Context: an optimization exercise on an open-source flow, tuned for small area, a short achievable clock period and few clock cycles per item. The choices shown serve that exercise and are no tape-out recipe. Where RTL was checked, it was by simulation tests only, not by an equivalence proof against the original. Function not checked in runs 2 to 5: the RTL went through the layout flow alone.

$ cat flow/design.v
package isr_pkg;
    localparam int DATA_WID = 256;
    localparam int ROOT_WID = DATA_WID / 2;
    localparam int RES_WID  = ROOT_WID + 3;
endpackage
module isr_step #(
    parameter int ROOT_WID = isr_pkg::ROOT_WID,
    parameter int RES_WID  = isr_pkg::RES_WID
) (
    input  logic [RES_WID-1:0]  ys,
    input  logic [RES_WID-1:0]  yc,
    input  logic [1:0]          pin,      
    input  logic [ROOT_WID-1:0] q,
    input  logic [ROOT_WID-1:0] qm,
    input  logic [RES_WID-1:0]  mark,
    input  logic                hold,     
    input  logic                pos_in,   
    input  logic                neg_in,
    output logic [RES_WID-1:0]  ys_next,
    output logic [RES_WID-1:0]  yc_next,
    output logic [ROOT_WID-1:0] q_next,
    output logic [ROOT_WID-1:0] qm_next,
    output logic                pos_next,  
    output logic                neg_next
);
    localparam int T = RES_WID - 1;      
    function automatic logic [1:0] sel(input logic [4:0] s5, input logic [4:0] c5);
        logic [4:0] p;
        logic [4:0] g;
        logic       c4;
        p  = s5 ^ c5;
        g  = s5 & c5;
        c4 = g[3] | (p[3] & (g[2] | (p[2] & (g[1] | (p[1] & g[0])))));
        sel[1] = !(p[4] ^ c4);
        sel[0] = (p[4] ^ c4) && (p != 5'h1f);
    endfunction
    function automatic logic [1:0] sel_after(input logic [5:0] a6, input logic [5:0] b6,
                                             input logic [5:0] o6);
        logic [4:0] s5;
        logic [4:0] c5;
        s5 = a6[5:1] ^ b6[5:1] ^ o6[5:1];
        c5 = (a6[4:0] & b6[4:0]) | (a6[4:0] & o6[4:0]) | (b6[4:0] & o6[4:0]);
        sel_after = sel(s5, c5);
    endfunction
    logic [RES_WID-1:0]  u_a, u_b;
    logic                pos_a, neg_a, zer_a, pos_b, neg_b, zer_b;
    logic [1:0]          sb_pos, sb_neg, sb_zero, sn_pos, sn_neg, sn_zero;
    logic [RES_WID-1:0]  q2, qm2;
    logic [RES_WID-1:0]  a2_a, b2_a, fp_a, fn_a, op_a, ys_a, yc_a;
    logic [RES_WID-1:0]  a2_b, b2_b, fp_b, fn_b, op_b;
    logic [ROOT_WID-1:0] q_a, qm_a;
    logic                sel_q, sel_qm, v_qa, v_qma;
    always_comb begin
        u_a = mark >> 1;
        u_b = mark >> 2;
        q2  = {2'b00, q,  1'b0};
        qm2 = {2'b00, qm, 1'b0};
        pos_a = pos_in && !hold;
        neg_a = neg_in && !hold;
        zer_a = !hold && !pos_a && !neg_a;
        a2_a = {ys[T-1:0], pin[1]};
        b2_a = {yc[T-1:0], 1'b0};
        fp_a = q2 | u_a;
        fn_a = qm2 | mark | u_a;
        op_a = ({RES_WID{pos_a}} & ~fp_a) | ({RES_WID{neg_a}} & fn_a);
        ys_a = a2_a ^ b2_a ^ op_a;
        yc_a = {(a2_a[T-1:0] & b2_a[T-1:0]) | (a2_a[T-1:0] & op_a[T-1:0]) |
                (b2_a[T-1:0] & op_a[T-1:0]), pos_a};
        q_a  = (neg_a ? qm : q)  | ({ROOT_WID{pos_a || neg_a}} & u_a[ROOT_WID-1:0]);
        qm_a = (pos_a ? q  : qm) | ({ROOT_WID{zer_a}} & u_a[ROOT_WID-1:0]);
        sb_pos  = sel_after(a2_a[T -: 6], b2_a[T -: 6], ~fp_a[T -: 6]);
        sb_neg  = sel_after(a2_a[T -: 6], b2_a[T -: 6], fn_a[T -: 6]);
        sb_zero = sel_after(a2_a[T -: 6], b2_a[T -: 6], 6'd0);
        pos_b = (pos_a & sb_pos[1]) | (neg_a & sb_neg[1]) | (zer_a & sb_zero[1]);
        neg_b = (pos_a & sb_pos[0]) | (neg_a & sb_neg[0]) | (zer_a & sb_zero[0]);
        zer_b = !hold && !pos_b && !neg_b;
        a2_b = {ys_a[T-1:0], pin[0]};
        b2_b = {yc_a[T-1:0], 1'b0};
        fp_b = {2'b00, q_a,  1'b0} | u_b;
        fn_b = {2'b00, qm_a, 1'b0} | u_a | u_b;
        op_b = ({RES_WID{pos_b}} & ~fp_b) | ({RES_WID{neg_b}} & fn_b);
        ys_next = a2_b ^ b2_b ^ op_b;
        yc_next = {(a2_b[T-1:0] & b2_b[T-1:0]) | (a2_b[T-1:0] & op_b[T-1:0]) |
                   (b2_b[T-1:0] & op_b[T-1:0]), pos_b};
        sn_pos  = sel_after(a2_b[T -: 6], b2_b[T -: 6], ~fp_b[T -: 6]);
        sn_neg  = sel_after(a2_b[T -: 6], b2_b[T -: 6], fn_b[T -: 6]);
        sn_zero = sel_after(a2_b[T -: 6], b2_b[T -: 6], 6'd0);
        if (pos_b)      {pos_next, neg_next} = sn_pos;
        else if (neg_b) {pos_next, neg_next} = sn_neg;
        else            {pos_next, neg_next} = sn_zero;
        sel_q   = neg_b ? !pos_a : neg_a;
        sel_qm  = pos_b ? !neg_a : pos_a;
        v_qa    = neg_b ? zer_a : (pos_a || neg_a);
        v_qma   = pos_b ? (pos_a || neg_a) : zer_a;
        q_next  = (sel_q  ? qm : q) | ({ROOT_WID{v_qa}}  & u_a[ROOT_WID-1:0]) |
                  ({ROOT_WID{pos_b || neg_b}} & u_b[ROOT_WID-1:0]);
        qm_next = (sel_qm ? q : qm) | ({ROOT_WID{v_qma}} & u_a[ROOT_WID-1:0]) |
                  ({ROOT_WID{zer_b}} & u_b[ROOT_WID-1:0]);
    end
endmodule
module isr_assim #(
    parameter int WID = isr_pkg::RES_WID,
    parameter int BLK = 16
) (
    input  logic [WID-1:0] x,
    input  logic [WID-1:0] y,
    output logic [WID-1:0] blk_sum,
    output logic [WID-1:0] blk_cy,
    output logic [WID-1:0] prop
);
    localparam int NBLK = (WID + BLK - 1) / BLK;
    logic [NBLK:0] cin;      
    assign cin[0] = 1'b0;
    for (genvar b = 0; b < NBLK; b++) begin : g_blk
        localparam int LO = b * BLK;
        localparam int W  = (LO + BLK <= WID) ? BLK : WID - LO;
        logic         co;
        logic [W-1:0] lower_ones;    
        isr_bkadd #(
            .WID (W)
        ) u_add (
            .x    (x[LO +: W]),
            .y    (y[LO +: W]),
            .s    (blk_sum[LO +: W]),
            .cout (co)
        );
        if (LO + W < WID) begin : g_cy
            assign blk_cy[LO + W] = co;
            if (W > 1) begin : g_z
                assign blk_cy[LO + W - 1 -: W - 1] = '0;
            end
            assign cin[b+1] = y[LO + W] | (cin[b] & (&x[LO +: W]));
        end else begin : g_top
            if (W > 1) begin : g_z
                assign blk_cy[WID-1 -: W - 1] = '0;
            end
            assign cin[b+1] = 1'b0;
        end
        assign lower_ones[0] = 1'b1;
        for (genvar i = 1; i < W; i++) begin : g_ones
            assign lower_ones[i] = &x[LO +: i];
        end
        assign prop[LO +: W] = x[LO +: W] ^ ({W{cin[b]}} & lower_ones);
    end
    assign blk_cy[0] = 1'b0;
endmodule
module isr_bkadd #(
    parameter int WID = 16
) (
    input  logic [WID-1:0] x,
    input  logic [WID-1:0] y,
    output logic [WID-1:0] s,
    output logic           cout
);
    localparam int LV = (WID < 2) ? 1 : $clog2(WID);
    localparam int N  = 1 << LV;
    localparam int NS = 2 * LV;          
    logic [N-1:0] g0;
    logic [N-1:0] p0;
    assign g0 = N'(x & y);
    assign p0 = N'(x ^ y);
    for (genvar st = 1; st < NS; st++) begin : g_stage
        localparam int L  = (st <= LV) ? st - 1 : 2 * LV - 1 - st;
        localparam bit UP = (st <= LV);
        logic [N-1:0] gi, pi, go, po;
        if (st == 1) begin : g_first
            assign gi = g0;
            assign pi = p0;
        end else begin : g_next
            assign gi = g_stage[st-1].go;
            assign pi = g_stage[st-1].po;
        end
        for (genvar i = 0; i < N; i++) begin : g_bit
            if (( UP && (i + 1) % (2 << L) == 0) ||
                (!UP && (i + 1) % (2 << L) == (1 << L) && i >= (2 << L))) begin : g_op
                assign go[i] = gi[i] | (pi[i] & gi[i-(1<<L)]);
                assign po[i] = pi[i] & pi[i-(1<<L)];
            end else begin : g_pass
                assign go[i] = gi[i];
                assign po[i] = pi[i];
            end
        end
    end
    assign s    = x ^ y ^ {g_stage[NS-1].go[WID-2:0], 1'b0};
    assign cout = g_stage[NS-1].go[WID-1];
endmodule
module isr_core #(
    parameter  int DATA_WID = isr_pkg::DATA_WID,
    localparam int ROOT_WID = DATA_WID / 2,
    localparam int RES_WID  = ROOT_WID + 3
) (
    input  logic                clk,
    input  logic                rst,
    input  logic [DATA_WID-1:0] a,
    input  logic                clken,
    input  logic                calcen,
    output logic                busy,
    output logic                done,
    output logic [ROOT_WID-1:0] root,
    output logic [ROOT_WID:0]   rem
);
    localparam int BLK = 16;                             
    logic [RES_WID-1:0]  ys;
    logic [RES_WID-1:0]  yc;
    logic [ROOT_WID-1:0] pend;
    logic [ROOT_WID-1:0] qm;
    logic                dpos;       
    logic                dneg;
    logic                run;
    logic                add1;       
    logic                add2;       
    logic                fix;        
    logic                denorm;
    logic                skip;       
    logic                skip_half;
    logic [6:0]          cnt;
    logic [7:0]          cnt_lo;     
    logic [15:0]         cnt_hi;     
    logic                at0;        
    logic                at1;        
    logic [5:0]          nsh;
    logic                calcen_d;
    logic                done_seen;
    logic                armed;
    logic                idle;
    logic                start;
    logic                last;
    logic                neg_res;
    logic                finish;
    logic [RES_WID-1:0]  mark;
    logic [RES_WID-1:0]  blk_sum;
    logic [RES_WID-1:0]  blk_cy;
    logic [RES_WID-1:0]  prop;
    logic [RES_WID-1:0]  ys_b, yc_b, ys_other, ys_nx;
    logic [ROOT_WID-1:0] q_b, qm_b, root_other, root_nx;
    logic                pos_n, neg_n;
    assign rem = ys[ROOT_WID:0];
    always_comb begin
        for (int i = 0; i < RES_WID; i++) begin
            if (i == ROOT_WID)
                mark[i] = at0;
            else if (i == ROOT_WID - 2)
                mark[i] = at1;
            else if (i % 2 == 0 && i < ROOT_WID)
                mark[i] = cnt_lo[((ROOT_WID - i) / 2) % 8] && cnt_hi[((ROOT_WID - i) / 2) / 8];
            else
                mark[i] = 1'b0;
        end
    end
    isr_assim #(
        .WID (RES_WID),
        .BLK (BLK)
    ) u_assim (
        .x       (ys),
        .y       (yc),
        .blk_sum (blk_sum),
        .blk_cy  (blk_cy),
        .prop    (prop)
    );
    always_comb begin
        idle    = !busy && !done;
        start   = calcen && !calcen_d && armed && idle && !done_seen;
        last    = (cnt[5:0] == ~nsh);
        neg_res = prop[RES_WID-1];
    end
    isr_step #(
        .ROOT_WID (ROOT_WID),
        .RES_WID  (RES_WID)
    ) u_step (
        .ys       (ys),
        .yc       (yc),
        .pin      (pend[ROOT_WID-1 -: 2]),
        .q        (root),
        .qm       (qm),
        .mark     (mark),
        .hold     (skip || !run),
        .pos_in   (dpos),
        .neg_in   (dneg),
        .ys_next  (ys_b),
        .yc_next  (yc_b),
        .q_next   (q_b),
        .qm_next  (qm_b),
        .pos_next (pos_n),
        .neg_next (neg_n)
    );
    always_ff @(posedge clk) begin
        if (!busy) pend <= a[ROOT_WID-1:0];
        else       pend <= pend << 2;
    end
    always_ff @(posedge clk) begin
        qm <= qm_b;
        if (!busy) begin
            yc   <= '0;
            dpos <= 1'b1;
            dneg <= 1'b0;
        end else begin
            dpos <= pos_n;
            dneg <= neg_n;
            if (run)       yc <= yc_b;
            else if (add1) yc <= blk_cy;
            else           yc <= {qm, 1'b0} | mark;
        end
    end
    always_comb begin
        finish = 1'b0;
        if (add2)   finish = (fix || !neg_res) && nsh == 6'd0;
        if (denorm) finish = nsh == 6'd1;
    end
    always_comb begin
        ys_other   = ys;
        root_other = root;
        if (start) begin
            ys_other   = {{(RES_WID-ROOT_WID){1'b0}}, a[DATA_WID-1:ROOT_WID]};
            root_other = '0;
        end
        if (add1) ys_other = blk_sum;
        if (add2) ys_other = prop;
        if (add1 && fix) root_other = yc[ROOT_WID:1] & ~mark[ROOT_WID:1];
        if (denorm) begin
            ys_other   = ys >> 2;
            root_other = root >> 2;
        end
        ys_nx   = run ? ys_b : ys_other;
        root_nx = run ? q_b  : root_other;
    end
    always_ff @(posedge clk or posedge rst) begin
        if (rst) begin
            ys        <= '0;
            root      <= '0;
            run       <= 1'b0;
            add1      <= 1'b0;
            add2      <= 1'b0;
            fix       <= 1'b0;
            denorm    <= 1'b0;
            skip      <= 1'b0;
            skip_half <= 1'b0;
            cnt       <= '0;
            cnt_lo    <= '0;
            cnt_hi    <= '0;
            at0       <= 1'b0;
            at1       <= 1'b0;
            nsh       <= '0;
            calcen_d  <= 1'b0;
            done_seen <= 1'b0;
            armed     <= 1'b0;
            busy      <= 1'b0;
            done      <= 1'b0;
        end else begin
            ys       <= ys_nx;
            root     <= root_nx;
            calcen_d <= calcen;
            armed    <= 1'b1;
            done     <= 1'b0;
            if (done) done_seen <= 1'b1;
            if (!busy) begin
                skip      <= 1'b0;
                skip_half <= 1'b0;
                cnt       <= '0;
                cnt_lo    <= 8'd1;
                cnt_hi    <= 16'd1;
                at0       <= 1'b1;
                at1       <= 1'b0;
                nsh       <= '0;
                fix       <= 1'b0;
            end
            if (idle) begin
                if (clken) done_seen <= 1'b0;
                if (start) begin
                    busy <= 1'b1;
                    run  <= 1'b1;
                    skip <= a[DATA_WID-1 -: 4] == 4'd0;
                end
            end
            if (run) begin
                if (skip) begin
                    skip_half <= !skip_half;
                    if (skip_half) begin
                        nsh  <= nsh + 1'b1;
                        skip <= ys[ROOT_WID-3 -: 4] == 4'd0 && nsh != 6'h3e;
                    end
                end else begin
                    cnt    <= cnt + 1'b1;
                    cnt_lo <= {cnt_lo[6:0], cnt_lo[7]};
                    if (cnt_lo[7]) cnt_hi <= {cnt_hi[14:0], cnt_hi[15]};
                    at0  <= 1'b0;
                    at1  <= at0;
                    if (last) begin
                        run  <= 1'b0;
                        add1 <= 1'b1;
                    end
                end
            end
            if (add1) begin
                add1 <= 1'b0;
                add2 <= 1'b1;
            end
            if (add2) begin
                add2 <= 1'b0;
                if (!fix && neg_res) begin
                    fix  <= 1'b1;
                    add1 <= 1'b1;
                end else if (nsh != 6'd0) begin
                    denorm <= 1'b1;
                end
            end
            if (denorm) begin
                nsh  <= nsh - 1'b1;
                if (nsh == 6'd1) denorm <= 1'b0;
            end
            if (finish) begin
                busy <= 1'b0;
                done <= 1'b1;
            end
        end
    end
endmodule
$ cat flow/flow/run.sh
#!/bin/bash
# The standard layout (the standard.sh, all steps) with two options
# changed: no full/half-adder extraction in synthesis (ADDER_MAP_FILE empty),
# so ABC maps adders as plain gates, and the port buffers that placement
# inserts on every input and output are the small buf_1 (the resizer still
# sizes them as timing needs). Registers are untouched by either.
set -euo pipefail
bash standard.sh ADDER_MAP_FILE= "BUFFER_PORTS_ARGS=-buffer_cell sky130_fd_sc_hd__buf_1" finish > standard_make.log 2>&1
$ cat flow/standard.sh
#!/bin/bash
# synth_recipe.tcl (not shown) runs the flow's synth.tcl, then flattens the netlist and writes it again
# the make line also repeats each setting of config.mk as NAME=value (left out here)
make -C /OpenROAD-flow-scripts/flow DESIGN_CONFIG=/design/flow/config.mk WORK_HOME=/design/flow/orfs CLKGATE_MAP_FILE= SYNTH_SCRIPT=/design/flow/synth_recipe.tcl "${@:-finish}"
$ cat flow/config.mk
export PLATFORM = sky130hd
export DESIGN_NAME = isr_core
export DESIGN_NICKNAME = isr_core
export VERILOG_FILES = /design/flow/design.v
export SDC_FILE = /design/flow/constraint.sdc
export NUM_CORES = 4
export LEC_CHECK = 0
export CAP_MARGIN = 20
export CORE_MARGIN = 2
export CORE_UTILIZATION = 40
export SETUP_SLACK_MARGIN = 0.8
export SLEW_MARGIN = 20
$ cat flow/constraint.sdc
create_clock -name core_clock -period 5.0 [get_ports {clk}]
set_input_delay 1.0000 -clock core_clock [delete_from_list [all_inputs] [get_ports {clk}]]
set_output_delay 1.0000 -clock core_clock [all_outputs]
set_load 0.01 [all_outputs]
==> reports/summary.txt, run 1 <==
min Tclk post-route -> 4100 ps
Die H -> 372 um
Routability Congestion -> 0.950
Final nets -> 7751
Max Fanout on Critical Path -> 9
max_slew headroom -> 0.212
drt first pass iters -> 9
largest net degree at the start of global routing -> 157
CP required -> 5640 ps
Hold-fix buffers, CTS -> 0
Die Wd -> 372 um
Cell variety after synth -> 98
drt first-iter violations -> 8447
# rows -> 134
Longest Clk Path Bufs -> 3
Starting Density -> 0.404
ys async rst share -> 0.443
Yosys top cell by area -> dfxtp_1
Final ANT Viol Nets -> 0
antenna violations before repair -> 13
clk_skew -> 47.2 ps
Data arrival, critical path -> 4740 ps
synth top area cells -> dfxtp_1, dfrtp_1, xnor2_1, nand2_1, nor2_1
Worst R2R Start -> ys[17]$_DFFE_PP0P_
core area -> 0.134 sq mm
Total GRT Usage -> 0.349
Vias/cell -> 6.41
Syn-to-layout area delta -> 13.5%
vias in the first global route -> 55700
status -> complete, no violations
Crit Path Category -> register to register
post-synthesis instance total -> 7339
first-pass GRT wire length -> 367 mm
Crit. Startpoint -> ys[17]$_DFFE_PP0P_
Worst Tran Pin Value -> 1180 ps
drt drc -> 0
fmax -> 244 MHz
Reg2Reg Setup Slack -> 900 ps
Mapped Area -> 0.0541 sq mm
I/O pin count -> 519
Root Buffer -> clkbuf_16
Vias -> 59900
CTS Buf Count -> 89
prevailing post-synth register cell -> dfxtp_1
Worst-Skew Late Latency -> 760 ps
Critical Path Sink -> ys[111]$_DFFE_PP0P_
syn_area_per_cell -> 7.37 sq um
H-tree depth -> 3
routed len/inst -> 26.9 um
clk sinks -> 698
synth warn -> 2
hpwl dp -> 170 mm
CP Launch Type -> register
Filler Cell Count -> 13500
die area -> 0.138 sq mm
Finish-stage setup viols -> 0
Slew Viols, Final -> 0
final hold vios -> 0
RSZ-0062 raised after global routing -> true
register area share after synthesis -> 0.287
Finished Core Util -> 0.459
area of the multi-input gates -> 0.0362 sq mm
worst r2r path cells -> 17
register area -> 0.0155 sq mm
GR Overflow Total -> 0
max_cap viols -> 0
fraction of layout cells with a size suffix above 1 -> 0.0872
Port Buffers -> 518
Post-synth EDFFs -> 0
#FFs+latches synth -> 698
setup_tns -> 0 ps
R2R Path End -> ys[111]$_DFFE_PP0P_
Syn Nets -> 7599
Final Cycle Share -> 0.820
final WL -> 251 mm
share of the synthesized area in the top cell type -> 0.144
clock-pin slew on the worst setup and hold paths -> 60 ps
CTS tree -> yes
Critical Path End Type -> register
Worst Hold Class -> input port to register
[cells in the final DEF (no fill, tap or decap), drive strengths merged, types with 34 or more instances in the layout]
| cell | count |
|---|---|
| and3 | 34 |
| mux2 | 150 |
| maj3 | 227 |
| clkbuf | 135 |
| a221oi | 69 |
| buf | 728 |
| a32oi | 85 |
| xor2 | 179 |
| nand2 | 1047 |
| o31ai | 49 |
| a211oi | 121 |
| nor2 | 949 |
| dfxtp | 389 |
| inv | 97 |
| nand3 | 118 |
| xnor2 | 492 |
| o21ai | 614 |
| a22o | 55 |
| nor3 | 56 |
| a31oi | 195 |
| dfrtp | 309 |
| a22oi | 52 |
| o22ai | 325 |
| a21oi | 368 |
| and2 | 90 |
| o211ai | 43 |
| o32ai | 62 |
| nor2b | 46 |
[critical path: stages, from the launching register on]
cell	delay, ps
dfrtp_2	450
nand4_1	200
nor4_4	290
buf_4	180
a41oi_4	180
nor4_4	300
buf_4	210
o211ai_1	230
a211oi_2	260
buf_4	170
a21oi_4	100
o21ai_4	250
buf_4	220
nand4_1	230
nor2_1	260
xor2_1	170
nand2_1	70
a211oi_1	210
[how the worst min path moves through the flow]
stage / start / to / depth (start not counted)
6_report: calcen / calcen_d$_DFF_PP0_ / 1
5_1_grt: calcen / calcen_d$_DFF_PP0_ / 1
4_1_cts: calcen / calcen_d$_DFF_PP0_ / 1
3_5_place_dp: pend[30]$_DFF_P_ / pend[32]$_DFF_P_ / 1
3_3_place_gp: pend[49]$_DFF_P_ / pend[51]$_DFF_P_ / 1
2_1_floorplan: pend[112]$_DFF_P_ / pend[114]$_DFF_P_ / 1
[layer usage]
layer,up-vias,routed length (um),track usage
met5,-,58,0
met4,10,16900,0.208
met3,832,32000,0.110
met2,3986,107000,0.522
met1,28400,95500,0.439
li1,26700,-,-
[stage by stage]
step                hold WS (ps)  cell area, sq um  worst slack [ps]  instances
floorplan                    433             54100              -113       7339
global placement             436             57700               466       9144
detailed placement           440             57700               419       9144
CTS                          396             61000               807       9319
global route                 399             61400               652       9335
finish                       424             61400               902       9339
[flip-flops by register name, summed over array words and instances (netlist names), 6 cells and up]
register	count
ys	131
pend	128
qm	128
nsh	6
cnt_lo	8
yc	131
cnt	6
cnt_hi	16
root	128
[cells in the mapped netlist (119+ instances only)]
cell and instances:
nor2_1 949, nand2_1 1046, clkbuf_1 520, o21ai_0 572, dfrtp_1 309, maj3_1 222, a31oi_1 194, a21oi_1 365
xor2_1 178, a211oi_1 119, xnor2_1 492, dfxtp_1 389, o22ai_1 325, mux2_2 150
[area by class of cell]
cell class / count / share of cell area
Clock buffer: 135 / 0.0441
Inverter: 94 / 0.00581
Sequential cell: 698 / 0.253
Multi-Input combinational cell: 5880 / 0.590
Timing Repair Buffer: 728 / 0.0636
Clock inverter: 30 / 0.00748
Antenna cell: 6 / 0.000245
Tap cell: 1768 / 0.0360
[timing repair]
item | CTS | global route
gates resized for setup | 11 | 45
setup buffers | 10 | 13
pin swaps | 7 | 8
setup endpoints to repair | 200 | 205
[kinds of logic (layout without fill, tap and decap cells)]
group / count (synthesis) / in the layout / share of synthesized area
compound gates: 2323 / 2323 / 0.280
xor+xnor: 671 / 671 / 0.109
fa+ha+maj: 227 / 227 / 0.0421
buf+inv: 761 / 987 / 0.0541
flops: 698 / 698 / 0.287
mux: 173 / 173 / 0.0355
other cells: 1 / 7 / 0.0000693
simple gates: 2485 / 2485 / 0.192
Testbench counts, summed over its fixed seeds: cycles 17,998, items 256.
==> run 2: changes to the inputs <==
--- a/flow/design.v
+++ b/flow/design.v
@@ -317,3 +317,3 @@
         if (add2) ys_other = prop;
-        if (add1 && fix) root_other = yc[ROOT_WID:1] & ~mark[ROOT_WID:1];
+        if (add1 && fix) root_other = qm;     
         if (denorm) begin
--- a/flow/config.mk
+++ b/flow/config.mk
@@ -12 +12,2 @@
 export SLEW_MARGIN = 20
+export TNS_END_PERCENT = 5
==> run 2 against run 1 <==
Against the previous run: setup slack got worse by 150 ps; critical endpoint is now yc[41]$_SDFF_PN0_; core utilization rose by 0.25 points; sequential share of layout area fell by 0.089 points; via count fell by 0.82%; largest cell class unchanged; clock-buffer cell count rose by 3; die area fell by 0.16%.
==> reports/summary.txt, run 2 <==
WHS Path Cells -> 1
I/O pin count -> 519
Synth Area in Adders -> 0.0568
antenna violations before repair -> 21
XOR/XNOR Fraction of Synth Area -> 0.120
Yosys top cell by area -> dfxtp_1
Final nets -> 7548
Finish-stage setup viols -> 0
post-synthesis mux area share -> 0.0351
CP required -> 5620 ps
register area share after synthesis -> 0.287
Port Buffers -> 518
post-synthesis compound-gate area fraction -> 0.270
prevailing post-synth register cell -> dfxtp_1
Post-Synth Simple-Gate Area -> 0.177
synth warn -> 2
Vias/cell -> 6.50
worst r2r path cells -> 13
min Tclk post-route -> 4240 ps
CP Launch Type -> register
final hold vios -> 0
Longest Clk Path Bufs -> 3
CP max-delay cell -> or3_4
syn_area_per_cell -> 7.61 sq um
Post-synth EDFFs -> 0
most frequent cell after synthesis -> nand2_1
share of the synthesized area in the top cell type -> 0.144
Routability Congestion -> 0.939
family with the most delay on the worst path -> compound AO/OA/AOI/OAI gates
Slew Viols, Final -> 0
cell repeated most along the worst path -> maj3_1
main combinational cell family by area after synthesis -> compound AO/OA/AOI/OAI gates
die area -> 0.138 sq mm
worst hold slack -> 439 ps
drt first pass iters -> 6
max_slew headroom -> 0.195
CP cell instances -> buf_4 > maj3_1 > o2bb2a_1 > a21oi_1 > maj3_1 > xor2_1 > a31o_4 > or3_4 > buf_12 > buf_4 > a221o_1 > maj3_1 > a22o_1
H-tree depth -> 3
drt first-iter violations -> 9035
most common cell after layout, fill and taps aside -> nand2_1
Total GRT Usage -> 0.356
largest net degree at the start of global routing -> 146
Root Buffer -> clkbuf_16
Buffers & Inverters on Critical Path -> 3
Crit Path Category -> register to register
commonest cells in the netlist -> nand2_1, nor2_1, xnor2_1, clkbuf_1, o21ai_0
clk_skew -> 41.8 ps
CTS tree -> yes
max_cap viols -> 0
Crit. path cell count -> 13
Syn Nets -> 7361
most frequent cells in the layout -> nand2_1, nor2_1, xnor2_1
Critical Path End Type -> register
routed len/inst -> 28.2 um
drt drc -> 0
CP peak stage delay -> 530 ps
Syn-to-layout area delta -> 14.3%
CTS Buf Count -> 89
core area -> 0.134 sq mm
ys async rst share -> 0.443
# rows -> 134
clk sinks -> 698
#FFs+latches synth -> 698
clock-pin slew on the worst setup and hold paths -> 60 ps
Die Wd -> 371 um
status -> complete, no violations
Cell variety after synth -> 99
Data arrival, critical path -> 4870 ps
Worst-Skew Late Latency -> 730 ps
Final ANT Viol Nets -> 0
hpwl dp -> 172 mm
RSZ-0062 raised after global routing -> true
fmax -> 236 MHz
Worst Hold Class -> input port to register
post-synthesis instance total -> 7101
Vias -> 59400
Starting Density -> 0.404
first-pass GRT wire length -> 372 mm
Max Fanout on Critical Path -> 14
GR Overflow Total -> 0
top flop regs -> yc: 131 flops, ys: 131 flops
final WL -> 257 mm
setup_tns -> 0 ps
Die H -> 371 um
Mapped Area -> 0.0540 sq mm
fraction of layout cells with a size suffix above 1 -> 0.103
Final Cycle Share -> 0.849
Worst Tran Pin Value -> 1210 ps
vias in the first global route -> 54300
synth top area cells -> dfxtp_1, dfrtp_1, xnor2_1, nand2_1, nor2_1
Filler Cell Count -> 13400
-- run 2: changes by cell type in the layout (fill, tap and decap cells not counted), sizes merged, moves of 42 or more --
cell and change:
a22o +71, o22ai -81, nand3 +42, maj3 +76
o21ai -122, a221o +69, xnor2 +59, buf +47
nor2 -113, a32o +51, a31oi -144, nand2 -46
a32oi -76
-- run 2: area by class of cell --
type | count | area [sq um] | area share
multi-input combinational | 5657 | 36300 | 0.587
clock buffer | 138 | 2720 | 0.0440
tap | 1768 | 2210 | 0.0358
antenna | 8 | 20.0 | 0.000324
inverter | 65 | 253 | 0.00409
sequential | 698 | 15600 | 0.252
timing repair buffer | 777 | 4350 | 0.0704
clock inverter | 29 | 343 | 0.00555
-- run 2: path summary, 6_finish.rpt --
path / startpoint / slack, ps / endpoint
worst max-delay path: ys[126]$_DFFE_PP0P_ / 760 / yc[41]$_SDFF_PN0_
worst min-delay path: calcen / 440 / calcen_d$_DFF_PP0_
worst max register to register: ys[126]$_DFFE_PP0P_ / 760 / yc[41]$_SDFF_PN0_
worst min register to register: pend[124]$_DFF_P_ / 440 / pend[126]$_DFF_P_
max in group asynchronous: rst / 3210 / ys[52]$_DFFE_PP0P_
min in group asynchronous: rst / 530 / root[101]$_DFFE_PP0P_
-- run 2: cell families (layout without fill, tap and decap cells) --
family	Yosys count	count (layout)
simple gates	2303	2306
compound gates	2136	2137
buf+inv	750	1009
xor+xnor	739	739
flops	698	698
fa+ha+maj	303	303
mux	171	171
other cells	1	9
-- run 2: timing repair --
action                     CTS  global route
setup endpoints to repair  260           281
setup buffers               16            52
gates resized for setup     50            62
pin swaps                   11            27
hold endpoints to repair     0             0
gates cloned                 3             2
hold buffers                 0             0
-- run 2: routing by layer --
metal  GRT usage  vias up  part of all wire  wire length (um)
met5           0        -           0.00053               137
met4       0.196       22             0.063             16200
met3       0.115      791              0.13             34600
met2       0.503     4203              0.41            104000
met1       0.475    28500              0.40            102000
li1            -    25900                 -                 -
-- run 2: through the flow --
step	util	std cells	area (sq um)	setup slack, ps
2_1_floorplan	-	7101	54000	-113
3_3_place_gp	0.431	8892	57600	543
3_5_place_dp	0.431	8892	57600	485
4_1_cts	0.456	9078	61000	746
5_1_grt	0.461	9133	61700	636
6_report	0.461	9140	61700	755
==> run 3: changes to the inputs <==
--- a/flow/config.mk
+++ b/flow/config.mk
@@ -10,4 +10,4 @@
 export CORE_UTILIZATION = 40
+export PLACE_DENSITY = 0.75
 export SETUP_SLACK_MARGIN = 0.8
 export SLEW_MARGIN = 20
-export TNS_END_PERCENT = 5
==> run 3 against run 2 <==
Against the previous run: largest cell class unchanged; synthesized cell count did not move; core utilization rose by 0.22 points; clock skew fell by 16 ps; flip-flop and latch count did not move; final cell count rose by 0.33%; still clean on timing, DRC and antenna; sequential share of layout area fell by 0.12 points; non-clock buffer count rose by 32; setup slack improved by 73 ps; die area did not move; critical path depth rose by 1; first-iteration DRC count rose by 13%.
==> reports/summary.txt, run 3 <==
dpl cells -> 8906
Post-Synth Simple-Gate Area -> 0.177
drt first pass iters -> 12
Worst-Skew Late Latency -> 720 ps
RSZ-0062 raised after global routing -> true
Die Wd -> 371 um
I/O pin count -> 519
Longest Clk Path Bufs -> 3
clock-pin slew on the worst setup and hold paths -> 60 ps
worst hold slack -> 225 ps
die area -> 0.138 sq mm
post-synthesis instance total -> 7101
max_slew headroom -> 0.139
post-synthesis compound-gate area fraction -> 0.270
main combinational cell family by area after synthesis -> compound AO/OA/AOI/OAI gates
Finished Core Util -> 0.464
Post-synth EDFFs -> 0
vias in the first global route -> 55500
CTS tree -> yes
CTS Buf Count -> 87
Crit Path Category -> register to register
family with the most delay on the worst path -> compound AO/OA/AOI/OAI gates
met1 Use GR -> 0.446
Worst Hold Class -> input port to asynchronous set/reset pin
cell repeated most along the worst path -> maj3_2
most frequent cells in the layout -> nand2_1, nor2_1, xnor2_1
synth warn -> 2
final hold vios -> 0
Finish-stage setup viols -> 0
Total GRT Usage -> 0.350
Port Buffers -> 518
Max Fanout on Critical Path -> 4
clk sinks -> 698
#FFs+latches synth -> 698
top flop regs -> yc: 131 flops, ys: 131 flops
GR Util met2 -> 0.488
# rows -> 134
PnR worst setup slack -> 829 ps
CP cell instances -> o211ai_4 > a31oi_4 > a311oi_4 > nor3_4 > o41ai_2 > a31oi_2 > maj3_2 > maj3_2 > maj3_2 > maj3_2 > maj3_2 > xor2_1 > o21ai_0 > a21bo_2
Synth Area in Adders -> 0.0568
largest net degree at the start of global routing -> 148
Slew Viols, Final -> 0
commonest cells in the netlist -> nand2_1, nor2_1, xnor2_1, clkbuf_1, o21ai_0
prevailing post-synth register cell -> dfxtp_1
Root Buffer -> clkbuf_16
Vias -> 61100
most frequent cell after synthesis -> nand2_1
Syn-to-layout area delta -> 14.8%
pre-CTS WS -> 324 ps
fmax -> 240 MHz
Yosys top cell by area -> dfxtp_1
drt first-iter violations -> 10200
Starting Density -> 0.404
Syn Nets -> 7361
CP Launch Type -> register
max_cap viols -> 0
Routability Congestion -> 0.989
min Tclk post-route -> 4170 ps
Buffers & Inverters on Critical Path -> 0
CP max-delay cell -> dfrtp_2
CP peak stage delay -> 430 ps
register area -> 0.0156 sq mm
first-pass GRT wire length -> 369 mm
CP required -> 5610 ps
Mapped Area -> 0.0540 sq mm
Final Cycle Share -> 0.834
H-tree depth -> 3
setup_tns -> 0 ps
routed len/inst -> 28.0 um
drt drc -> 0
most common cell after layout, fill and taps aside -> nand2_1
Finished Layout Cells -> 9170
area of the multi-input gates -> 0.0364 sq mm
Final nets -> 7576
Worst Tran Pin Value -> 1290 ps
fraction of layout cells with a size suffix above 1 -> 0.110
antenna violations before repair -> 13
post-synthesis mux area share -> 0.0351
Data arrival, critical path -> 4780 ps
syn_area_per_cell -> 7.61 sq um
synth top area cells -> dfxtp_1, dfrtp_1, xnor2_1, nand2_1, nor2_1
Most Used Layer, Global Route -> met2
final WL -> 256 mm
ys async rst share -> 0.443
share of the synthesized area in the top cell type -> 0.144
Die H -> 371 um
status -> complete, no violations
Reg2Reg Setup Slack -> 830 ps
clk_skew -> 25.4 ps
Cell variety after synth -> 99
Critical Path End Type -> register
Filler Cell Count -> 13000
GR Overflow Total -> 0
Hold-fix buffers, CTS -> 0
Vias/cell -> 6.66
Final ANT Viol Nets -> 0
XOR/XNOR Fraction of Synth Area -> 0.120
core area -> 0.134 sq mm
met3 Use GR -> 0.134
hpwl dp -> 174 mm
register area share after synthesis -> 0.287
## run 3: cell counts after synthesis
No cell type changed its count.
## run 3: cell type report
| cell class | instances | area share |
|---|---|---|
| Multi-Input combinational cell | 5655 | 0.587 |
| Sequential cell | 698 | 0.251 |
| Timing Repair Buffer | 809 | 0.0738 |
| Clock buffer | 128 | 0.0420 |
| Tap cell | 1768 | 0.0357 |
| Clock inverter | 34 | 0.00555 |
| Inverter | 65 | 0.00407 |
| Antenna cell | 13 | 0.000524 |
## run 3: layer usage
layer	routed length [um]	vias to the layer above	part of all wire
li1	-	26000	-
met1	93700	28800	0.37
met2	102000	5175	0.40
met3	39800	1134	0.16
met4	20400	14	0.079
met5	96	-	0.00037
## run 3: what timing repair did
action,CTS,global route
cloned,2,1
setup endpoints to repair,470,386
pin swaps,16,48
gates resized for setup,65,88
buffers inserted,21,65
## run 3: cell families (layout without fill, tap and decap cells)
group | after synthesis | after routing
flip-flops | 698 | 698
AND/OR/NAND/NOR | 2303 | 2304
multiplexers | 171 | 171
buffers and inverters | 750 | 1036
adder cells (fa/ha/maj) | 303 | 303
XOR/XNOR | 739 | 739
AO/OA/AOI/OAI | 2136 | 2137
other | 1 | 14
## run 3: per-stage QoR
step	cell area, sq um
after global routing	62000
after detailed placement	57600
after floorplan	54000
after global placement	57600
final	62000
after CTS	61100
## run 3: worst paths after layout
path | from | cells after the start | end
worst max register to register | ys[49]$_DFFE_PP0P_ | 14 | ys[63]$_DFFE_PP0P_
max in group asynchronous | rst | 3 | ys[36]$_DFFE_PP0P_
worst min register to register | pend[75]$_DFF_P_ | 1 | pend[77]$_DFF_P_
worst min-delay path | rst | 2 | done_seen$_DFF_PP0_
worst max-delay path | ys[49]$_DFFE_PP0P_ | 14 | ys[63]$_DFFE_PP0P_
min in group core_clock | pend[75]$_DFF_P_ | 1 | pend[77]$_DFF_P_
==> run 4: changes to the inputs <==
--- a/flow/design.v
+++ b/flow/design.v
@@ -12,4 +12,4 @@
     input  logic [1:0]          pin,      
-    input  logic [ROOT_WID-1:0] q,
-    input  logic [ROOT_WID-1:0] qm,
+    input  logic [ROOT_WID-1:0] q_reg,    
+    input  logic [ROOT_WID-1:0] qm_reg,
     input  logic [RES_WID-1:0]  mark,
@@ -18,6 +18,9 @@
     input  logic                neg_in,
+    input  logic                upd,      
+    input  logic [3:0]          dprev,    
     output logic [RES_WID-1:0]  ys_next,
     output logic [RES_WID-1:0]  yc_next,
-    output logic [ROOT_WID-1:0] q_next,
-    output logic [ROOT_WID-1:0] qm_next,
+    output logic [ROOT_WID-1:0] q_cur,    
+    output logic [ROOT_WID-1:0] qm_cur,
+    output logic [3:0]          dthis,    
     output logic                pos_next,  
@@ -52,3 +55,21 @@
     logic                sel_q, sel_qm, v_qa, v_qma;
+    logic                pp_a, pn_a, pz_a, pp_b, pn_b, pz_b;
+    logic [ROOT_WID-1:0] q, qm;
     always_comb begin
+        pp_a   = upd && dprev[3];
+        pn_a   = upd && dprev[2];
+        pz_a   = upd && !dprev[3] && !dprev[2];
+        pp_b   = upd && dprev[1];
+        pn_b   = upd && dprev[0];
+        pz_b   = upd && !dprev[1] && !dprev[0];
+        sel_q  = pn_b ? !pp_a : pn_a;
+        sel_qm = pp_b ? !pn_a : pp_a;
+        v_qa   = pn_b ? pz_a : (pp_a || pn_a);
+        v_qma  = pp_b ? (pp_a || pn_a) : pz_a;
+        q  = (sel_q  ? qm_reg : q_reg) | ({ROOT_WID{v_qa}}  & {mark[ROOT_WID-2:0], 1'b0}) |
+             ({ROOT_WID{pp_b || pn_b}} & mark[ROOT_WID-1:0]);
+        qm = (sel_qm ? q_reg : qm_reg) | ({ROOT_WID{v_qma}} & {mark[ROOT_WID-2:0], 1'b0}) |
+             ({ROOT_WID{pz_b}} & mark[ROOT_WID-1:0]);
+        q_cur  = q;
+        qm_cur = qm;
         u_a = mark >> 1;
@@ -90,10 +111,3 @@
         else            {pos_next, neg_next} = sn_zero;
-        sel_q   = neg_b ? !pos_a : neg_a;
-        sel_qm  = pos_b ? !neg_a : pos_a;
-        v_qa    = neg_b ? zer_a : (pos_a || neg_a);
-        v_qma   = pos_b ? (pos_a || neg_a) : zer_a;
-        q_next  = (sel_q  ? qm : q) | ({ROOT_WID{v_qa}}  & u_a[ROOT_WID-1:0]) |
-                  ({ROOT_WID{pos_b || neg_b}} & u_b[ROOT_WID-1:0]);
-        qm_next = (sel_qm ? q : qm) | ({ROOT_WID{v_qma}} & u_a[ROOT_WID-1:0]) |
-                  ({ROOT_WID{zer_b}} & u_b[ROOT_WID-1:0]);
+        dthis = {pos_a, neg_a, pos_b, neg_b};
     end
@@ -234,3 +248,6 @@
     logic [RES_WID-1:0]  ys_b, yc_b, ys_other, ys_nx;
-    logic [ROOT_WID-1:0] q_b, qm_b, root_other, root_nx;
+    logic [ROOT_WID-1:0] q_c, qm_c, root_other, root_nx;
+    logic [3:0]          dthis;
+    logic [3:0]          dprev;      
+    logic                upd;        
     logic                pos_n, neg_n;
@@ -272,4 +289,4 @@
         .pin      (pend[ROOT_WID-1 -: 2]),
-        .q        (root),
-        .qm       (qm),
+        .q_reg    (root),
+        .qm_reg   (qm),
         .mark     (mark),
@@ -278,6 +295,9 @@
         .neg_in   (dneg),
+        .upd      (upd),
+        .dprev    (dprev),
         .ys_next  (ys_b),
         .yc_next  (yc_b),
-        .q_next   (q_b),
-        .qm_next  (qm_b),
+        .q_cur    (q_c),
+        .qm_cur   (qm_c),
+        .dthis    (dthis),
         .pos_next (pos_n),
@@ -290,3 +310,5 @@
     always_ff @(posedge clk) begin
-        qm <= qm_b;
+        qm    <= qm_c;
+        dprev <= dthis;
+        upd   <= run && !skip;
         if (!busy) begin
@@ -317,3 +339,3 @@
         if (add2) ys_other = prop;
-        if (add1 && fix) root_other = qm;     
+        if (add1) root_other = fix ? (yc[ROOT_WID:1] & ~mark[ROOT_WID:1]) : q_c;
         if (denorm) begin
@@ -323,3 +345,3 @@
         ys_nx   = run ? ys_b : ys_other;
-        root_nx = run ? q_b  : root_other;
+        root_nx = run ? q_c  : root_other;
     end
--- a/flow/config.mk
+++ b/flow/config.mk
@@ -10,3 +10,2 @@
 export CORE_UTILIZATION = 40
-export PLACE_DENSITY = 0.75
 export SETUP_SLACK_MARGIN = 0.8
==> run 4 against run 3 <==
Against the previous run: non-clock buffer count rose by 12; cell area rose by 3.0%; flip-flop and latch count rose by 5; final cell count rose by 0.99%; synthesized cell count rose by 0.97%; core utilization rose by 0.12 points; sequential share of layout area fell by 0.60 points; first-iteration DRC count fell by 27%; clock-buffer cell count rose by 13; highest routed layer unchanged.
==> reports/summary.txt, run 4 <==
status -> complete, no violations
Worst Hold Class -> input port to asynchronous set/reset pin
Max Fanout on Critical Path -> 11
Final ANT Viol Nets -> 0
Critical Path End Type -> register
routed len/inst -> 28.3 um
clk sinks -> 703
antenna violations before repair -> 12
Worst-Skew Late Latency -> 760 ps
Final Cycle Share -> 0.823
RSZ-0062 raised after global routing -> true
CTS Buf Count -> 91
share of the synthesized area in the top cell type -> 0.142
Die H -> 376 um
first-pass GRT wire length -> 380 mm
drt first-iter violations -> 7443
CTS tree -> yes
fraction of layout cells with a size suffix above 1 -> 0.117
synth warn -> 2
Post-synth EDFFs -> 0
Vias -> 60200
Die Wd -> 376 um
# rows -> 136
core area -> 0.137 sq mm
clock-pin slew on the worst setup and hold paths -> 60 ps
I/O pin count -> 519
Starting Density -> 0.403
CP Launch Type -> register
Finish-stage setup viols -> 0
Longest Clk Path Bufs -> 3
Cell variety after synth -> 97
vias in the first global route -> 57500
#FFs+latches synth -> 703
min Tclk post-route -> 4120 ps
Total GRT Usage -> 0.353
max_cap viols -> 0
commonest cells in the netlist -> nor2_1, a21oi_1, clkbuf_1, xnor2_1, nand2_1
area of the multi-input gates -> 0.0372 sq mm
top flop regs -> yc: 131 flops, ys: 131 flops
largest net degree at the start of global routing -> 184
final WL -> 263 mm
Final nets -> 7639
syn_area_per_cell -> 7.73 sq um
H-tree depth -> 3
fmax -> 243 MHz
Routability Congestion -> 0.950
register area -> 0.0157 sq mm
Port Buffers -> 518
most frequent cell after synthesis -> nor2_1
die area -> 0.142 sq mm
Data arrival, critical path -> 4750 ps
dpl cells -> 9027
prevailing post-synth register cell -> dfxtp_1
clk_skew -> 33.9 ps
ys async rst share -> 0.440
Syn-to-layout area delta -> 15.3%
Root Buffer -> clkbuf_16
worst hold slack -> 387 ps
Mapped Area -> 0.0554 sq mm
Filler Cell Count -> 13700
Crit Path Category -> register to register
Syn Nets -> 7430
GR Overflow Total -> 0
most common cell after layout, fill and taps aside -> nor2_1
CP required -> 5630 ps
register area share after synthesis -> 0.282
drt first pass iters -> 9
Worst Tran Pin Value -> 1290 ps
max_slew headroom -> 0.138
post-synthesis instance total -> 7170
Vias/cell -> 6.50
hpwl dp -> 175 mm
Yosys top cell by area -> dfxtp_1
Finished Layout Cells -> 9261
synth top area cells -> dfxtp_1, dfrtp_1, xnor2_1, nor2_1, a21oi_1
most frequent cells in the layout -> nor2_1, a21oi_1, xnor2_1
final hold vios -> 0
drt drc -> 0
Slew Viols, Final -> 0
-- run 4: changes by cell type after synthesis, sizes merged, moves of 70 or more --
cell    before  now
nand2     1001  550
a21oi      377  643
o21ai      492  337
inv         63  181
mux2i       26  142
nor2       836  918
nand2b      10   84
a221o       84   14
-- run 4: kinds of logic after synthesis --
group	share of synthesized area
DFF	0.282
xor gates and xnor gates	0.117
muxes	0.0558
buffers and inverters	0.0619
AOI/OAI and AO/OA	0.285
other	0.0000677
adders and majority gates	0.0526
and+or+nand+nor	0.146
-- run 4: stage by stage --
step | utilization | TNS [ps] | setup slack [ps] | instance area, sq um
after detailed placement | 0.431 | 0 | 158 | 59200
after CTS | 0.458 | 0 | 804 | 62900
after floorplan | - | -34900 | -113 | 55400
final | 0.465 | 0 | 883 | 63900
after global routing | 0.465 | 0 | 662 | 63900
after global placement | 0.431 | 0 | 166 | 59200
-- run 4: final timing paths --
path                                            to  cells after the start  slack, ps        startpoint
worst max-delay path            ys[75]$_DFFE_PP0P_                     15        880  dprev[2]$_DFF_P_
worst min-delay path            ys[93]$_DFFE_PP0P_                      2        390               rst
worst max register to register  ys[75]$_DFFE_PP0P_                     15        880  dprev[2]$_DFF_P_
worst min register to register    pend[94]$_DFF_P_                      1        450  pend[92]$_DFF_P_
max in group asynchronous       ys[33]$_DFFE_PP0P_                      3       3500               rst
min in group core_clock         calcen_d$_DFF_PP0_                      1        390            calcen
-- run 4: per-layer routing --
| metal | global-route usage | wire length (um) | vias up |
|---|---|---|---|
| met5 | 0 | 68 | - |
| met4 | 0.226 | 18600 | 12 |
| met3 | 0.103 | 30600 | 951 |
| met2 | 0.552 | 116000 | 3912 |
| met1 | 0.423 | 97200 | 29000 |
| li1 | - | - | 26400 |
-- run 4: final cells by class --
class,instances,share of cell area
Inverter,186,0.0112
Multi-Input combinational cell,5576,0.582
Timing Repair Buffer,821,0.0742
Tap cell,1794,0.0351
Clock buffer,141,0.0435
Clock inverter,31,0.00795
Antenna cell,9,0.000352
Sequential cell,703,0.245
-- run 4: timing repair --
action / CTS / global route
setup buffers: 17 / 27
resized for setup: 47 / 129
cloned: 3 / 5
hold buffers: 0 / 0
pin swaps: 11 / 46
setup endpoints to repair: 262 / 259
-- run 4: critical path, stage by stage, from the launching register on --
cell and delay (ps):
dfxtp_4 370, or3_4 410, nand4_1 160, o211ai_1 180
maj3_2 350, a222oi_1 440, a211oi_2 150, xnor2_1 160
a222oi_1 300, buf_4 300, buf_16 230, buf_6 190
o22ai_1 110, xnor2_1 320, nor2_1 70, a221oi_1 260
==> run 5: changes to the inputs <==
--- a/flow/design.v
+++ b/flow/design.v
@@ -12,17 +12,14 @@
     input  logic [1:0]          pin,      
-    input  logic [ROOT_WID-1:0] q_reg,    
-    input  logic [ROOT_WID-1:0] qm_reg,
+    input  logic [ROOT_WID-1:0] q,
+    input  logic [ROOT_WID-1:0] qm,
     input  logic [RES_WID-1:0]  mark,
     input  logic                hold,     
-    input  logic                pos_in,   
-    input  logic                neg_in,
-    input  logic                upd,      
-    input  logic [3:0]          dprev,    
+    input  logic [3:0]          pos_in,   
+    input  logic [3:0]          neg_in,   
     output logic [RES_WID-1:0]  ys_next,
     output logic [RES_WID-1:0]  yc_next,
-    output logic [ROOT_WID-1:0] q_cur,    
-    output logic [ROOT_WID-1:0] qm_cur,
-    output logic [3:0]          dthis,    
-    output logic                pos_next,  
-    output logic                neg_next
+    output logic [ROOT_WID-1:0] q_next,
+    output logic [ROOT_WID-1:0] qm_next,
+    output logic [3:0]          pos_next,  
+    output logic [3:0]          neg_next   
 );
@@ -55,21 +52,5 @@
     logic                sel_q, sel_qm, v_qa, v_qma;
-    logic                pp_a, pn_a, pz_a, pp_b, pn_b, pz_b;
-    logic [ROOT_WID-1:0] q, qm;
+    logic [RES_WID-1:0]  pv_a, nv_a;    
+    logic                zz_b;
     always_comb begin
-        pp_a   = upd && dprev[3];
-        pn_a   = upd && dprev[2];
-        pz_a   = upd && !dprev[3] && !dprev[2];
-        pp_b   = upd && dprev[1];
-        pn_b   = upd && dprev[0];
-        pz_b   = upd && !dprev[1] && !dprev[0];
-        sel_q  = pn_b ? !pp_a : pn_a;
-        sel_qm = pp_b ? !pn_a : pp_a;
-        v_qa   = pn_b ? pz_a : (pp_a || pn_a);
-        v_qma  = pp_b ? (pp_a || pn_a) : pz_a;
-        q  = (sel_q  ? qm_reg : q_reg) | ({ROOT_WID{v_qa}}  & {mark[ROOT_WID-2:0], 1'b0}) |
-             ({ROOT_WID{pp_b || pn_b}} & mark[ROOT_WID-1:0]);
-        qm = (sel_qm ? q_reg : qm_reg) | ({ROOT_WID{v_qma}} & {mark[ROOT_WID-2:0], 1'b0}) |
-             ({ROOT_WID{pz_b}} & mark[ROOT_WID-1:0]);
-        q_cur  = q;
-        qm_cur = qm;
         u_a = mark >> 1;
@@ -78,4 +59,8 @@
         qm2 = {2'b00, qm, 1'b0};
-        pos_a = pos_in && !hold;
-        neg_a = neg_in && !hold;
+        pos_a = pos_in[0] && !hold;
+        neg_a = neg_in[0] && !hold;
+        for (int i = 0; i < RES_WID; i++) begin
+            pv_a[i] = pos_in[i * 4 / RES_WID] && !hold;
+            nv_a[i] = neg_in[i * 4 / RES_WID] && !hold;
+        end
         zer_a = !hold && !pos_a && !neg_a;
@@ -85,3 +70,3 @@
         fn_a = qm2 | mark | u_a;
-        op_a = ({RES_WID{pos_a}} & ~fp_a) | ({RES_WID{neg_a}} & fn_a);
+        op_a = (pv_a & ~fp_a) | (nv_a & fn_a);
         ys_a = a2_a ^ b2_a ^ op_a;
@@ -89,4 +74,6 @@
                 (b2_a[T-1:0] & op_a[T-1:0]), pos_a};
-        q_a  = (neg_a ? qm : q)  | ({ROOT_WID{pos_a || neg_a}} & u_a[ROOT_WID-1:0]);
-        qm_a = (pos_a ? q  : qm) | ({ROOT_WID{zer_a}} & u_a[ROOT_WID-1:0]);
+        for (int i = 0; i < ROOT_WID; i++) begin
+            q_a[i]  = (nv_a[i] ? qm[i] : q[i])  | ((pv_a[i] || nv_a[i]) & u_a[i]);
+            qm_a[i] = (pv_a[i] ? q[i]  : qm[i]) | (zer_a & u_a[i]);
+        end
         sb_pos  = sel_after(a2_a[T -: 6], b2_a[T -: 6], ~fp_a[T -: 6]);
@@ -108,6 +95,21 @@
         sn_zero = sel_after(a2_b[T -: 6], b2_b[T -: 6], 6'd0);
-        if (pos_b)      {pos_next, neg_next} = sn_pos;
-        else if (neg_b) {pos_next, neg_next} = sn_neg;
-        else            {pos_next, neg_next} = sn_zero;
-        dthis = {pos_a, neg_a, pos_b, neg_b};
+        zz_b = !pos_b && !neg_b;
+        if (pos_b)      {pos_next[0], neg_next[0]} = sn_pos;
+        else if (neg_b) {pos_next[0], neg_next[0]} = sn_neg;
+        else            {pos_next[0], neg_next[0]} = sn_zero;
+        if (neg_b)      {pos_next[1], neg_next[1]} = sn_neg;
+        else if (pos_b) {pos_next[1], neg_next[1]} = sn_pos;
+        else            {pos_next[1], neg_next[1]} = sn_zero;
+        pos_next[2] = (pos_b & sn_pos[1]) | (neg_b & sn_neg[1]) | (zz_b & sn_zero[1]);
+        neg_next[2] = (pos_b & sn_pos[0]) | (neg_b & sn_neg[0]) | (zz_b & sn_zero[0]);
+        pos_next[3] = !((pos_b & !sn_pos[1]) | (neg_b & !sn_neg[1]) | (zz_b & !sn_zero[1]));
+        neg_next[3] = !((pos_b & !sn_pos[0]) | (neg_b & !sn_neg[0]) | (zz_b & !sn_zero[0]));
+        sel_q   = neg_b ? !pos_a : neg_a;
+        sel_qm  = pos_b ? !neg_a : pos_a;
+        v_qa    = neg_b ? zer_a : (pos_a || neg_a);
+        v_qma   = pos_b ? (pos_a || neg_a) : zer_a;
+        q_next  = (sel_q  ? qm : q) | ({ROOT_WID{v_qa}}  & u_a[ROOT_WID-1:0]) |
+                  ({ROOT_WID{pos_b || neg_b}} & u_b[ROOT_WID-1:0]);
+        qm_next = (sel_qm ? q : qm) | ({ROOT_WID{v_qma}} & u_a[ROOT_WID-1:0]) |
+                  ({ROOT_WID{zer_b}} & u_b[ROOT_WID-1:0]);
     end
@@ -220,4 +222,4 @@
     logic [ROOT_WID-1:0] qm;
-    logic                dpos;       
-    logic                dneg;
+    logic [3:0]          dpos;       
+    logic [3:0]          dneg;
     logic                run;
@@ -248,7 +250,4 @@
     logic [RES_WID-1:0]  ys_b, yc_b, ys_other, ys_nx;
-    logic [ROOT_WID-1:0] q_c, qm_c, root_other, root_nx;
-    logic [3:0]          dthis;
-    logic [3:0]          dprev;      
-    logic                upd;        
-    logic                pos_n, neg_n;
+    logic [ROOT_WID-1:0] q_b, qm_b, root_other, root_nx;
+    logic [3:0]          pos_n, neg_n;
     assign rem = ys[ROOT_WID:0];
@@ -289,4 +288,4 @@
         .pin      (pend[ROOT_WID-1 -: 2]),
-        .q_reg    (root),
-        .qm_reg   (qm),
+        .q        (root),
+        .qm       (qm),
         .mark     (mark),
@@ -295,9 +294,6 @@
         .neg_in   (dneg),
-        .upd      (upd),
-        .dprev    (dprev),
         .ys_next  (ys_b),
         .yc_next  (yc_b),
-        .q_cur    (q_c),
-        .qm_cur   (qm_c),
-        .dthis    (dthis),
+        .q_next   (q_b),
+        .qm_next  (qm_b),
         .pos_next (pos_n),
@@ -310,9 +306,7 @@
     always_ff @(posedge clk) begin
-        qm    <= qm_c;
-        dprev <= dthis;
-        upd   <= run && !skip;
+        qm <= qm_b;
         if (!busy) begin
             yc   <= '0;
-            dpos <= 1'b1;
-            dneg <= 1'b0;
+            dpos <= '1;
+            dneg <= '0;
         end else begin
@@ -339,3 +333,3 @@
         if (add2) ys_other = prop;
-        if (add1) root_other = fix ? (yc[ROOT_WID:1] & ~mark[ROOT_WID:1]) : q_c;
+        if (add1 && fix) root_other = qm;     
         if (denorm) begin
@@ -345,3 +339,3 @@
         ys_nx   = run ? ys_b : ys_other;
-        root_nx = run ? q_c  : root_other;
+        root_nx = run ? q_b  : root_other;
     end
==> run 5 against run 4 <==
Against the previous run: first-iteration DRC count increased by 12%; worst hold slack got worse by 54 ps; core utilization decreased by 0.38 points; cell area decreased by 2.0%; clock-buffer cell count decreased by 13; flip-flop and latch count increased by 1; via count increased by 1.9%; final cell count increased by 2.2%; maximum frequency about the same; area after synthesis decreased by 0.89%; critical path type unchanged.
==> reports/summary.txt, run 5 <==
Finish-stage setup viols -> 0
share of the synthesized area in the top cell type -> 0.144
Buffers & Inverters on Critical Path -> 2
clk sinks -> 704
clk_skew -> 55.6 ps
vias in the first global route -> 55300
Routability Congestion -> 0.997
fmax -> 243 MHz
CP max-delay cell -> dfrtp_1
die area -> 0.140 sq mm
H-tree depth -> 3
CP cell instances -> or2_2 > maj3_1 > a22oi_1 > o21ai_1 > nand2_1 > xnor2_1 > nand2b_1 > a21boi_4 > buf_12 > nand2_4 > buf_12 > a31oi_1 > xnor2_1 > a21oi_1 > a22o_1
# rows -> 135
Data arrival, critical path -> 4720 ps
Final Cycle Share -> 0.823
Die Wd -> 375 um
Worst-Skew Late Latency -> 750 ps
Syn Nets -> 7675
Root Buffer -> clkbuf_16
Syn-to-layout area delta -> 14.0%
Final nets -> 7860
largest net degree at the start of global routing -> 141
Critical Path End Type -> register
Post-synth EDFFs -> 0
Slew Viols, Final -> 0
synth top area cells -> dfxtp_1, dfrtp_1, xnor2_1, nor2_1, nand2_1
fraction of layout cells with a size suffix above 1 -> 0.0961
post-synthesis instance total -> 7415
drt first pass iters -> 10
Yosys top cell by area -> dfxtp_1
CP required -> 5600 ps
final instance area -> 0.0626 sq mm
most frequent cell after synthesis -> nor2_1
routed len/inst -> 28.1 um
GR Overflow Total -> 0
DP Area -> 0.0586 sq mm
min Tclk post-route -> 4120 ps
register area share after synthesis -> 0.285
Port Buffers -> 518
synth warn -> 2
#FFs+latches synth -> 704
commonest cells in the netlist -> nor2_1, nand2_1, o21ai_0, clkbuf_1, xnor2_1
Vias/cell -> 6.49
CP Launch Type -> register
Hold-fix buffers, CTS -> 0
family with the most delay on the worst path -> compound AO/OA/AOI/OAI gates
Cell variety after synth -> 103
ys async rst share -> 0.439
Final ANT Viol Nets -> 0
Die H -> 375 um
most frequent cells in the layout -> nor2_1, nand2_1, o21ai_0
prevailing post-synth register cell -> dfxtp_1
first-pass GRT wire length -> 380 mm
Starting Density -> 0.404
max_cap viols -> 0
status -> complete, no violations
Crit Path Category -> register to register
max_slew headroom -> 0.142
Vias -> 61400
setup_tns -> 0 ps
Filler Cell Count -> 13600
CTS Buf Count -> 89
Mapped Area -> 0.0549 sq mm
Worst Hold Class -> input port to asynchronous set/reset pin
final WL -> 266 mm
Longest Clk Path Bufs -> 3
antenna violations before repair -> 20
drt drc -> 0
top flop regs -> yc: 131 flops, ys: 131 flops
hpwl dp -> 183 mm
drt first-iter violations -> 8337
core area -> 0.136 sq mm
final hold vios -> 0
RSZ-0062 raised after global routing -> true
most common cell after layout, fill and taps aside -> nor2_1
Max Fanout on Critical Path -> 49
I/O pin count -> 519
clock-pin slew on the worst setup and hold paths -> 60 ps
CTS tree -> yes
Worst Tran Pin Value -> 1290 ps
worst hold slack -> 333 ps
syn_area_per_cell -> 7.41 sq um
CP peak stage delay -> 490 ps
Total GRT Usage -> 0.356
run 5: logic make-up after synthesis:
| family | count (synthesis) | share of synthesized area |
|---|---|---|
| XOR/XNOR | 659 | 0.106 |
| buffers and inverters | 740 | 0.0528 |
| adder cells (fa/ha/maj) | 239 | 0.0438 |
| flip-flops | 704 | 0.285 |
| multiplexers | 158 | 0.0318 |
| AO/OA/AOI/OAI | 2358 | 0.281 |
| AND/OR/NAND/NOR | 2556 | 0.200 |
| other | 1 | 0.0000683 |
run 5: worst register-to-register path: cells and delay by family (launching register included):
kind | cells | cell delay [ps]
AOI/OAI and AO/OA | 6 | 1500
xor gates and xnor gates | 2 | 370
adders and majority gates | 1 | 370
buffers and inverters | 2 | 510
DFF | 1 | 490
and+or+nand+nor | 4 | 750
run 5: area by class of cell:
class                           count  area (sq um)  area share
Inverter                           73           285     0.00456
Antenna cell                        6          15.0    0.000240
Clock inverter                     40           544     0.00869
Multi-Input combinational cell   5972         36900       0.590
Timing Repair Buffer              760          4350      0.0694
Sequential cell                   704         15700       0.250
Clock buffer                      128          2600      0.0415
Tap cell                         1781          2230      0.0356
run 5: layer usage:
layer  up-vias  GRT usage  wire (um)
li1      27000          -          -
met3       680      0.113      36400
met1     29700      0.484     107000
met5         -     0.0106        270
met2      3973      0.505     107000
met4        12      0.168      14400
run 5: worst paths after layout:
kind                                         from  cells after the start  slack [ps]              endpoint
worst max-delay path                at0$_DFF_PP0_                     15         880    ys[83]$_DFFE_PP0P_
worst min-delay path                          rst                      2         330  root[42]$_DFFE_PP0P_
worst max register to register      at0$_DFF_PP0_                     15         880    ys[83]$_DFFE_PP0P_
worst min register to register  pend[115]$_DFF_P_                      1         450     pend[117]$_DFF_P_
max in group asynchronous                     rst                      3        3400  root[75]$_DFFE_PP0P_
min in group core_clock                    calcen                      1         410    calcen_d$_DFF_PP0_
run 5: what timing repair did:
item / CTS / global route
gates resized for setup: 15 / 75
endpoints found under the setup margin: 288 / 381
setup buffers: 8 / 32
gates cloned: 0 / 6
pin swaps: 4 / 11
run 5: per-stage QoR:
stage	worst slack (ps)	utilization	cells
2_1_floorplan	-113	-	7415
3_3_place_gp	500	0.431	9243
3_5_place_dp	452	0.431	9244
4_1_cts	811	0.455	9420
5_1_grt	679	0.461	9460
6_report	883	0.461	9464

==> separate check: timing with driven ports <==
How much do the figures lean on ideal ports? The routed layouts below were timed once more, with nothing changed but the port constraints. Step 1 sets driving cells, clkbuf_16 on the clock port and buf_2 on the other inputs (assumed; they add their load-dependent delay and slew). Step 2 also shifts input and output timing later by t, the mid clock arrival at the registers, as if the neighbouring blocks saw the same clock. Three values: no drivers, after step 1, after step 2; two values: the first two.
| run | t (ns) | slack for setup (ns) | worst hold slack (ns) |
|---|---|---|---|
| run 1 | 0.818 | 0.902 / 0.902 / 0.865 | 0.424 / 0.369 / 0.441 |
| run 2 | 0.792 | 0.755 / 0.755 / 0.755 | 0.439 / 0.379 / 0.439 |
| run 3 | 0.791 | 0.829 / 0.829 / 0.829 | 0.225 / 0.162 / 0.450 |
| run 4 | 0.821 | 0.883 / 0.883 / 0.819 | 0.387 / 0.324 / 0.452 |
| run 5 | 0.804 | 0.883 / 0.883 / 0.645 | 0.333 / 0.275 / 0.450 |
After both steps setup and hold are still met in every run listed. For run 5, which loses most, drivers alone change the setup slack by 0.000 ns; drivers and shift together by -0.238 ns.
